Background: an optimization exercise with open tools, aiming at small area, a short achievable clock period and few clock cycles per item. Do not read the settings as production practice.
RTL that was checked went through simulation tests only; none was proved equivalent to the original.
Power and IR drop assume default switching activity.

==> flow/design.v <==
package ftss_pkg;
    localparam int FTSS_SECTOR_BYTES      = 512;
    localparam int FTSS_FILE_SECTOR_LIMIT = 32;
    localparam int FTSS_QUEUE_DEPTH       = 2;
    localparam int STATUS_W = 3;
    localparam int FILE_W   = 16;
    localparam int OFFSET_W = 9;
    localparam int COUNT_W  = 10;
    localparam int ADDR_W   = 4;
    typedef enum logic [STATUS_W-1:0] {
        ST_CHUNK   = 3'd0,
        ST_EMPTY   = 3'd1,
        ST_NOSPACE = 3'd2,
        ST_BADPOS  = 3'd3,
        ST_ERASED  = 3'd4
    } status_t;
    typedef enum logic [1:0] {
        REG_ERASED = 2'd0,
        REG_SPF    = 2'd1,
        REG_MAIN   = 2'd2,
        REG_BACKUP = 2'd3
    } reg_index_t;
endpackage
import ftss_pkg::*;
module file_transfer_sector_splitter
#(
    parameter int SECTOR_BYTES      = FTSS_SECTOR_BYTES,
    parameter int FILE_SECTOR_LIMIT = FTSS_FILE_SECTOR_LIMIT
) (
    input  logic                aclk,
    input  logic                aresetn,
    input  logic                psel,
    input  logic                penable,
    input  logic                pwrite,
    input  logic [ADDR_W-1:0]   paddr,
    input  logic [31:0]         pwdata,
    output logic [31:0]         prdata,
    output logic                pready,
    input  logic                s_valid,
    output logic                s_ready,
    input  logic                s_req_type,
    input  logic [FILE_W-1:0]   s_file_index,
    input  logic signed [31:0]  s_position,
    input  logic [31:0]         s_transfer_length,
    output logic                m_valid,
    input  logic                m_ready,
    output logic [STATUS_W-1:0] m_status,
    output logic [31:0]         m_physical_sector,
    output logic [OFFSET_W-1:0] m_sector_offset,
    output logic [COUNT_W-1:0]  m_chunk_bytes,
    output logic                m_last
);
    logic        erased_reg;
    logic [5:0]  spf_reg;
    logic [31:0] main_reg;
    logic [31:0] backup_reg;
    logic        cfg_write;
    logic [1:0]  cfg_index;
    assign pready    = 1'b1;
    assign cfg_write = psel && penable && pwrite;
    assign cfg_index = paddr[3:2];
    always_ff @(posedge aclk) begin
        if (!aresetn) begin
            erased_reg <= 1'b0;
            spf_reg    <= 6'd1;
            main_reg   <= 32'd0;
            backup_reg <= 32'd1;
        end else if (cfg_write) begin
            unique case (cfg_index)
                REG_ERASED: erased_reg <= pwdata[0];
                REG_SPF:    spf_reg    <= pwdata[5:0];
                REG_MAIN:   main_reg   <= pwdata;
                REG_BACKUP: backup_reg <= pwdata;
                default:    erased_reg <= erased_reg;
            endcase
        end
    end
    always_comb begin
        unique case (cfg_index)
            REG_ERASED: prdata = {31'd0, erased_reg};
            REG_SPF:    prdata = {26'd0, spf_reg};
            REG_MAIN:   prdata = main_reg;
            REG_BACKUP: prdata = backup_reg;
            default:    prdata = '0;
        endcase
    end
    logic        m_big, b_big, cfg_lt, cfg_eq, hi_big, hi_edge;
    logic [20:0] lo_c, hi_c, t2_c;
    logic [20:0] t1_reg, t2_reg;
    logic        t1_big_reg, t2_big_reg, t12_reg;
    always_comb begin
        m_big   = |main_reg[31:21];
        b_big   = |backup_reg[31:21];
        cfg_lt  = (m_big == b_big) ? (main_reg[20:0] < backup_reg[20:0]) : b_big;
        cfg_eq  = (m_big == b_big) && (main_reg[20:0] == backup_reg[20:0]);
        lo_c    = cfg_lt ? main_reg[20:0] : backup_reg[20:0];
        hi_c    = cfg_lt ? backup_reg[20:0] : main_reg[20:0];
        hi_big  = m_big || b_big;
        hi_edge = cfg_lt ? (backup_reg[31:21] == 11'd1) : (main_reg[31:21] == 11'd1);
        t2_c    = cfg_eq ? lo_c : hi_c - 21'd1;
    end
    always_ff @(posedge aclk) begin
        t1_reg     <= lo_c;
        t1_big_reg <= m_big && b_big;
        t2_reg     <= t2_c;
        t2_big_reg <= cfg_eq ? (m_big && b_big)
                             : (hi_big && !(hi_edge && (hi_c == 21'd0)));
        t12_reg    <= !t1_big_reg && !t2_big_reg && (t1_reg == t2_reg);
    end
    logic [5:0]          spf_e;
    logic                pos_oob;
    logic [STATUS_W-1:0] in_status;
    logic [15:0]         in_sum;
    logic [14:0]         in_end;
    logic [20:0]         pp0, pp1, pp2, pp3, pp4, pp5;
    logic [41:0]         cs1, cs2, cs3, cs4;
    logic [20:0]         in_s0a, in_s0b;
    function automatic logic [41:0] csa(input logic [20:0] x, input logic [20:0] y,
                                        input logic [20:0] z);
        logic [20:0] sum, cry;
        sum = x ^ y ^ z;
        cry = {((x[19:0] & y[19:0]) | (x[19:0] & z[19:0]) | (y[19:0] & z[19:0])), 1'b0};
        csa = {cry, sum};
    endfunction
    logic                r_valid;
    logic [STATUS_W-1:0] r_status;
    logic [20:0]         r_s0a, r_s0b;
    logic [20:0]         r_s0;
    logic [13:0]         r_pos;
    logic [14:0]         r_end;
    logic                o_take;
    always_comb begin
        spf_e   = spf_reg[5] ? 6'd32 : {1'b0, spf_reg[4:0]};
        pos_oob = (|s_position[30:14]) || ({1'b0, s_position[13:9]} >= spf_e);
        if (erased_reg)
            in_status = ST_ERASED;
        else if (s_position[31])
            in_status = ST_BADPOS;
        else if (pos_oob)
            in_status = s_req_type ? ST_NOSPACE : ST_EMPTY;
        else if (s_transfer_length == 32'd0)
            in_status = ST_EMPTY;
        else
            in_status = ST_CHUNK;
        in_sum = {2'b00, s_position[13:0]} + {1'b0, s_transfer_length[14:0]};
        in_end = ((|s_transfer_length[31:15]) || (in_sum[15:9] >= {1'b0, spf_e}))
               ? {spf_e, 9'd0} : in_sum[14:0];
        pp0 = {5'd0, s_file_index & {16{spf_e[0]}}};
        pp1 = {4'd0, s_file_index & {16{spf_e[1]}}, 1'b0};
        pp2 = {3'd0, s_file_index & {16{spf_e[2]}}, 2'b0};
        pp3 = {2'd0, s_file_index & {16{spf_e[3]}}, 3'b0};
        pp4 = spf_e[5] ? {s_file_index, 5'd0} : {1'd0, s_file_index & {16{spf_e[4]}}, 4'b0};
        pp5 = {16'd0, s_position[13:9]};
        cs1    = csa(pp0, pp1, pp2);
        cs2    = csa(pp3, pp4, pp5);
        cs3    = csa(cs1[20:0], cs1[41:21], cs2[20:0]);
        cs4    = csa(cs3[20:0], cs3[41:21], cs2[41:21]);
        in_s0a = cs4[20:0];
        in_s0b = cs4[41:21];
    end
    assign s_ready = !r_valid || o_take;
    always_ff @(posedge aclk) begin
        if (!aresetn) begin
            r_valid <= 1'b0;
        end else if (s_valid && s_ready) begin
            r_valid <= 1'b1;
        end else if (o_take) begin
            r_valid <= 1'b0;
        end
    end
    always_ff @(posedge aclk) begin
        if (s_valid && s_ready) begin
            r_status <= in_status;
            r_s0a    <= in_s0a;
            r_s0b    <= in_s0b;
            r_pos    <= s_position[13:0];
            r_end    <= in_end;
        end
    end
    logic                o_valid;
    logic [STATUS_W-1:0] o_status;
    logic [21:0]         o_sector;
    logic [8:0]          o_offset;
    logic [9:0]          o_bytes;
    logic [4:0]          o_cnt;      
    logic [8:0]          o_lb;       
    logic                ld_ge1, ld_ge2;
    logic [21:0]         ld_sector;
    logic [4:0]          ld_ke, ld_k0, ld_cnt;
    logic [9:0]          ld_bytes;
    always_comb begin
        r_s0      = r_s0a + r_s0b;
        ld_ge1    = !t1_big_reg && (r_s0 >= t1_reg);
        ld_ge2    = !t2_big_reg && (r_s0 >= t2_reg);
        ld_sector = {1'b0, r_s0} + {20'd0, ld_ge1 && ld_ge2, ld_ge1 ^ ld_ge2};
        ld_ke     = 5'(r_end[14:9] - {5'd0, r_end[8:0] == 9'd0});
        ld_k0     = r_pos[13:9];
        ld_cnt    = ld_ke - ld_k0;
        ld_bytes  = (ld_ke == ld_k0) ? 10'(r_end - {1'b0, r_pos})
                                     : 10'd512 - {1'b0, r_pos[8:0]};
    end
    logic [21:0]         nx_q;
    logic                nx_e1, nx_f1;
    logic [1:0]          nx_inc;
    logic [21:0]         nx_sector;
    always_comb begin
        nx_q      = o_sector + 22'd1;
        nx_e1     = !t1_big_reg && (nx_q == {1'b0, t1_reg});
        nx_f1     = !t2_big_reg && (o_sector == {1'b0, t2_reg});
        nx_inc    = nx_e1 ? (t12_reg ? 2'd3 : 2'd2) : (nx_f1 ? 2'd2 : 2'd1);
        nx_sector = o_sector + {20'd0, nx_inc};
    end
    logic o_done, o_step;
    assign o_done = o_valid && m_ready && (o_cnt == 5'd0);
    assign o_take = !o_valid || o_done;
    assign o_step = o_valid && m_ready && (o_cnt != 5'd0);
    always_ff @(posedge aclk) begin
        if (!aresetn) begin
            o_valid <= 1'b0;
        end else if (o_take) begin
            o_valid <= r_valid;
        end
    end
    always_ff @(posedge aclk) begin
        if (o_take && r_valid) begin
            o_status <= r_status;
            if (r_status == ST_CHUNK) begin
                o_sector <= ld_sector;
                o_offset <= r_pos[8:0];
                o_bytes  <= ld_bytes;
                o_cnt    <= ld_cnt;
                o_lb     <= r_end[8:0];
            end else begin
                o_sector <= '0;
                o_offset <= '0;
                o_bytes  <= '0;
                o_cnt    <= '0;
            end
        end else if (o_step) begin
            o_sector <= nx_sector;
            o_offset <= '0;
            o_bytes  <= (o_cnt == 5'd1) ? {o_lb == 9'd0, o_lb} : 10'd512;
            o_cnt    <= o_cnt - 5'd1;
        end
    end
    assign m_valid           = o_valid;
    assign m_status          = o_status;
    assign m_physical_sector = {10'd0, o_sector};
    assign m_sector_offset   = o_offset;
    assign m_chunk_bytes     = o_bytes;
    assign m_last            = (o_cnt == 5'd0);
endmodule
clock: 5.5 ns
lec_check: 0
abc_clock_period_in_ps: 3300
cap_margin: 20
core_margin: 2
core_utilization: 40
setup_slack_margin: 2.2
slew_margin: 20
run.sh (not shown) runs the stock make flow with config.mk's settings and CLKGATE_MAP_FILE= SYNTH_SCRIPT=/design/flow/synth_recipe.tcl, a recipe that flattens the netlist after the stock synthesis.
The baseline finished but failed the layout checks on negative setup slack.
Edit:
Settings changed: ABC_CLOCK_PERIOD_IN_PS 3300 to 2500, SETUP_SLACK_MARGIN 2.2 to 2.5.
What happened: The new run produced a layout that fails on negative setup slack; clock-buffer cell count came out higher by 2; maximum frequency fell by 0.86%; via count rises by 3.3%; flip-flop and latch count does not change; routed wire length rose by 4.3%; worst setup slack is worse by 0.049 ns; utilization went up by 2.0 points; design area rises by 3.8%; synthesized cell count is unchanged; clock skew went up by 0.0041 ns; worst hold slack stays flat.
No functional check of the RTL was part of any run of this note.

---

file_transfer_sector_splitter, a different RTL version from the one above (not shown whole).
Size: roughly 2200 cells after synthesis, about 230 flip-flops, ~19000 um^2 of cells after synthesis.
Settings: LEC_CHECK=0, ABC_CLOCK_PERIOD_IN_PS=3500, CAP_MARGIN=20, CORE_MARGIN=2, CORE_UTILIZATION=40, SETUP_SLACK_MARGIN=1.8, SLEW_MARGIN=20; clock period 5.5 ns.
Rerun with:
--- a/flow/config.mk
+++ b/flow/config.mk
@@ -8 +7,0 @@
-export ABC_CLOCK_PERIOD_IN_PS = 3500
@@ -12 +10,0 @@
-export SETUP_SLACK_MARGIN = 1.8
=> Combinational power went down by 23%; cell count went down by 3.9%; total power went down by 7.1%; register-to-register slack is worse by 400 ps; fmax went down by 5.9%; area after synthesis stays the same; routed wire length went down by 7.5%; clock skew stays flat; clock power hardly moves.
Rerun with:
--- a/flow/config.mk
+++ b/flow/config.mk
@@ -7,0 +8 @@
+export ABC_CLOCK_PERIOD_IN_PS = 2500
@@ -10,0 +12 @@
+export SETUP_SLACK_MARGIN = 2.5
Outcome:
- total power came out higher by about 14%
- synthesized area stays the same
- die area is unchanged
- final area came out higher by about 17%
- clock skew came out higher by 14 ps
- routed wire length came out higher by about 10%
- final cell count came out higher by about 6%
- count of clock-buffer cells in the layout came out lower by 2
No run of this note included a check of the RTL's function; only the layout flow was run.

---

04-07:
file_transfer_sector_splitter, a different RTL version from the one above (not shown whole).
Size in the first run: roughly 2700 cells after synthesis, ~180 flip-flops, roughly 17000 µm² of cells after synthesis.
Design file_transfer_sector_splitter, start of the top module:
module file_transfer_sector_splitter
#(
    parameter int SECTOR_BYTES      = FTSS_SECTOR_BYTES,
    parameter int FILE_SECTOR_LIMIT = FTSS_FILE_SECTOR_LIMIT
) (
    input  logic                aclk,
    input  logic                aresetn,
    input  logic                psel,
    input  logic                penable,
    input  logic                pwrite,
    input  logic [ADDR_W-1:0]   paddr,
    input  logic [31:0]         pwdata,
    output logic [31:0]         prdata,
    output logic                pready,
    input  logic                s_valid,
    output logic                s_ready,
    input  logic                s_req_type,
    input  logic [FILE_W-1:0]   s_file_index,
    input  logic signed [31:0]  s_position,
    input  logic [31:0]         s_transfer_length,
    output logic                m_valid,
    input  logic                m_ready,
    output logic [STATUS_W-1:0] m_status,
    output logic [31:0]         m_physical_sector,
    output logic [OFFSET_W-1:0] m_sector_offset,
    output logic [COUNT_W-1:0]  m_chunk_bytes,
    output logic                m_last
);
clock: 5.5 ns
lec_check: 0
abc_area: 1
cap_margin: 20
core_margin: 2
core_utilization: 40
setup_slack_margin: 1.8
slew_margin: 20
standard.sh (not shown) runs the stock make flow with config.mk's settings and CLKGATE_MAP_FILE= SYNTH_SCRIPT=/design/flow/synth_recipe.tcl, a recipe that flattens the netlist after the stock synthesis.
==> flow/flow/run.sh <==
#!/bin/bash
# The standard layout (standard.sh), with Yosys's adder-cell mapping turned off
# (ABC maps adders and comparators as plain logic) and the port buffers made as
# sky130_fd_sc_hd__buf_1 cells. Registers are those of the standard synthesis.
set -euo pipefail
bash standard.sh ADDER_MAP_FILE= "BUFFER_PORTS_ARGS=-buffer_cell sky130_fd_sc_hd__buf_1" finish > make_finish.log 2>&1
Testbench counts of 04-07, summed over its fixed seeds: cycles 49,244, requests 12,000.
diff inputs: 04-07 => 05-02
Settings: removing SETUP_SLACK_MARGIN (formerly 1.8).
Findings:
Summary: with 04-07 as the reference, area of combinational cells with multiple inputs in 05-02 moved down by more than 10%.
From 04-07 to 05-02 the numbers moved as follows: final period utilization went up 18 points, minimum hold slack went up 0.0054 ns.
04-07 → 05-02: final standard cell area without fillers has decreased, wire length moved down.

---

Another version of the RTL of file_transfer_sector_splitter (not shown whole).
Size: ~2100 cells after synthesis, about 0.017 sq mm of cells after synthesis.
export LEC_CHECK = 0
export CAP_MARGIN = 20
export CORE_MARGIN = 2
export CORE_UTILIZATION = 40
export SLEW_MARGIN = 20
create_clock -name core_clock -period 5.5 [get_ports {aclk}]
Scripts as last shown in full above: flow/flow/run.sh
Testbench counts at the start, summed over its fixed seeds: cycles 49,244, requests 12,000.
Rerun with:
Settings changed: SETUP_SLACK_MARGIN from default to 1.0.
After rerunning:
- wire length rose by 3.0%
- worst setup slack improves by 0.18 ns
- total power rose by 4.5%
- synthesized area is unchanged
- maximum frequency rose by 3.5%
- worst hold slack improves by 0.017 ns
- global-route usage rose by 0.23 points
- final area rose by 6.6%
- cell count rose by 0.42%
Rerun with:
==> flow/run.sh (new file) <==
#!/bin/bash
# synth_recipe.tcl (not shown) runs the flow's synth.tcl, then flattens the netlist and writes it again
# the make line also repeats each setting of config.mk as NAME=value (left out here)
make -C /OpenROAD-flow-scripts/flow DESIGN_CONFIG=/design/flow/config.mk WORK_HOME=/design/flow/orfs CLKGATE_MAP_FILE= SYNTH_SCRIPT=/design/flow/synth_recipe.tcl finish
Settings changed: SETUP_SLACK_MARGIN 1.0 to default.
removed: flow/flow/run.sh
removed: flow/standard.sh
Outcome:
- The new run completed, yet does not pass: negative setup slack
- register-to-register slack gets worse by 0.49 ns
- setup slack gets worse by 0.49 ns
- cell area came out higher slightly
Rerun with:
==> flow/flow/run.sh (new file) <==
#!/bin/bash
# The standard layout (standard.sh, standard synthesis), with the port buffers
# made as sky130_fd_sc_hd__buf_1 cells.
set -euo pipefail
bash standard.sh "BUFFER_PORTS_ARGS=-buffer_cell sky130_fd_sc_hd__buf_1" finish > make_finish.log 2>&1
==> flow/standard.sh (new file) <==
#!/bin/bash
# synth_recipe.tcl (not shown) runs the flow's synth.tcl, then flattens the netlist and writes it again
# the make line also repeats each setting of config.mk as NAME=value (left out here)
make -C /OpenROAD-flow-scripts/flow DESIGN_CONFIG=/design/flow/config.mk WORK_HOME=/design/flow/orfs CLKGATE_MAP_FILE= SYNTH_SCRIPT=/design/flow/synth_recipe.tcl "${@:-finish}"
removed: flow/run.sh
Effect: The new run produced a layout that fails on negative setup slack. Setup slack improved by 0.023 ns. Maximum frequency rose by 0.40%. Routed wire length fell by 1.7%. Final area fell by 7.3%. Utilization fell by 4.0 points. Clock power fell by about 8%. Clock-buffer cell count rose by 1. Non-clock buffer count fell by 31.

-- what the ideal ports hide --
No port has a modelled driver above. Below, the same layouts with a new extraction and two added sets of constraints.
Step 1 sets driving cells, clkbuf_16 on the clock port and buf_2 on the other inputs (assumed; they add their load-dependent delay and slew).
Step 2, shift: input delay + t, output delay - t, t = (earliest + latest rising clock arrival at the registers) / 2. This alone moves slack from input paths to output paths.
Slacks: no drivers / after step 1 / after step 2; pairs: no drivers / after step 1.
run	t (ns)	setup slack, ns	hold WS [ns]
the first run of note 1	0.624	-0.071 / -0.071 / -0.071	0.488 / 0.488 / 0.488
the second run of note 1	0.620	-0.120 / -0.120 / -0.120	0.489 / 0.489 / 0.489
the first run of note 2	0.607	0.551 / 0.573 / -0.034	0.450 / 0.450 / 0.450
the second run of note 2	0.593	0.242 / 0.260 / -0.334	0.474 / 0.474 / 0.474
the third run of note 2	0.609	0.592 / 0.617 / 0.008	0.452 / 0.452 / 0.452
04-07	0.502	1.590 / 1.590 / 1.563	0.454 / 0.454 / 0.454
05-02	0.498	0.626 / 0.626 / 0.626	0.460 / 0.460 / 0.460
the first run of note 4	0.494	0.224 / 0.224 / -0.031	0.497 / 0.497 / 0.497
the second run of note 4	0.497	0.403 / 0.403 / 0.230	0.514 / 0.514 / 0.514
the third run of note 4	0.493	-0.090 / -0.090 / -0.193	0.496 / 0.496 / 0.496
the fourth run of note 4	0.504	-0.067 / -0.067 / -0.067	0.498 / 0.498 / 0.498
Met with ideal ports but missed after step 2: setup timing in the first run of note 2, the second run of note 2 and the first run of note 4. For the first run of note 2, which loses most, drivers alone change the setup slack by +0.022 ns; drivers and shift together by -0.585 ns.
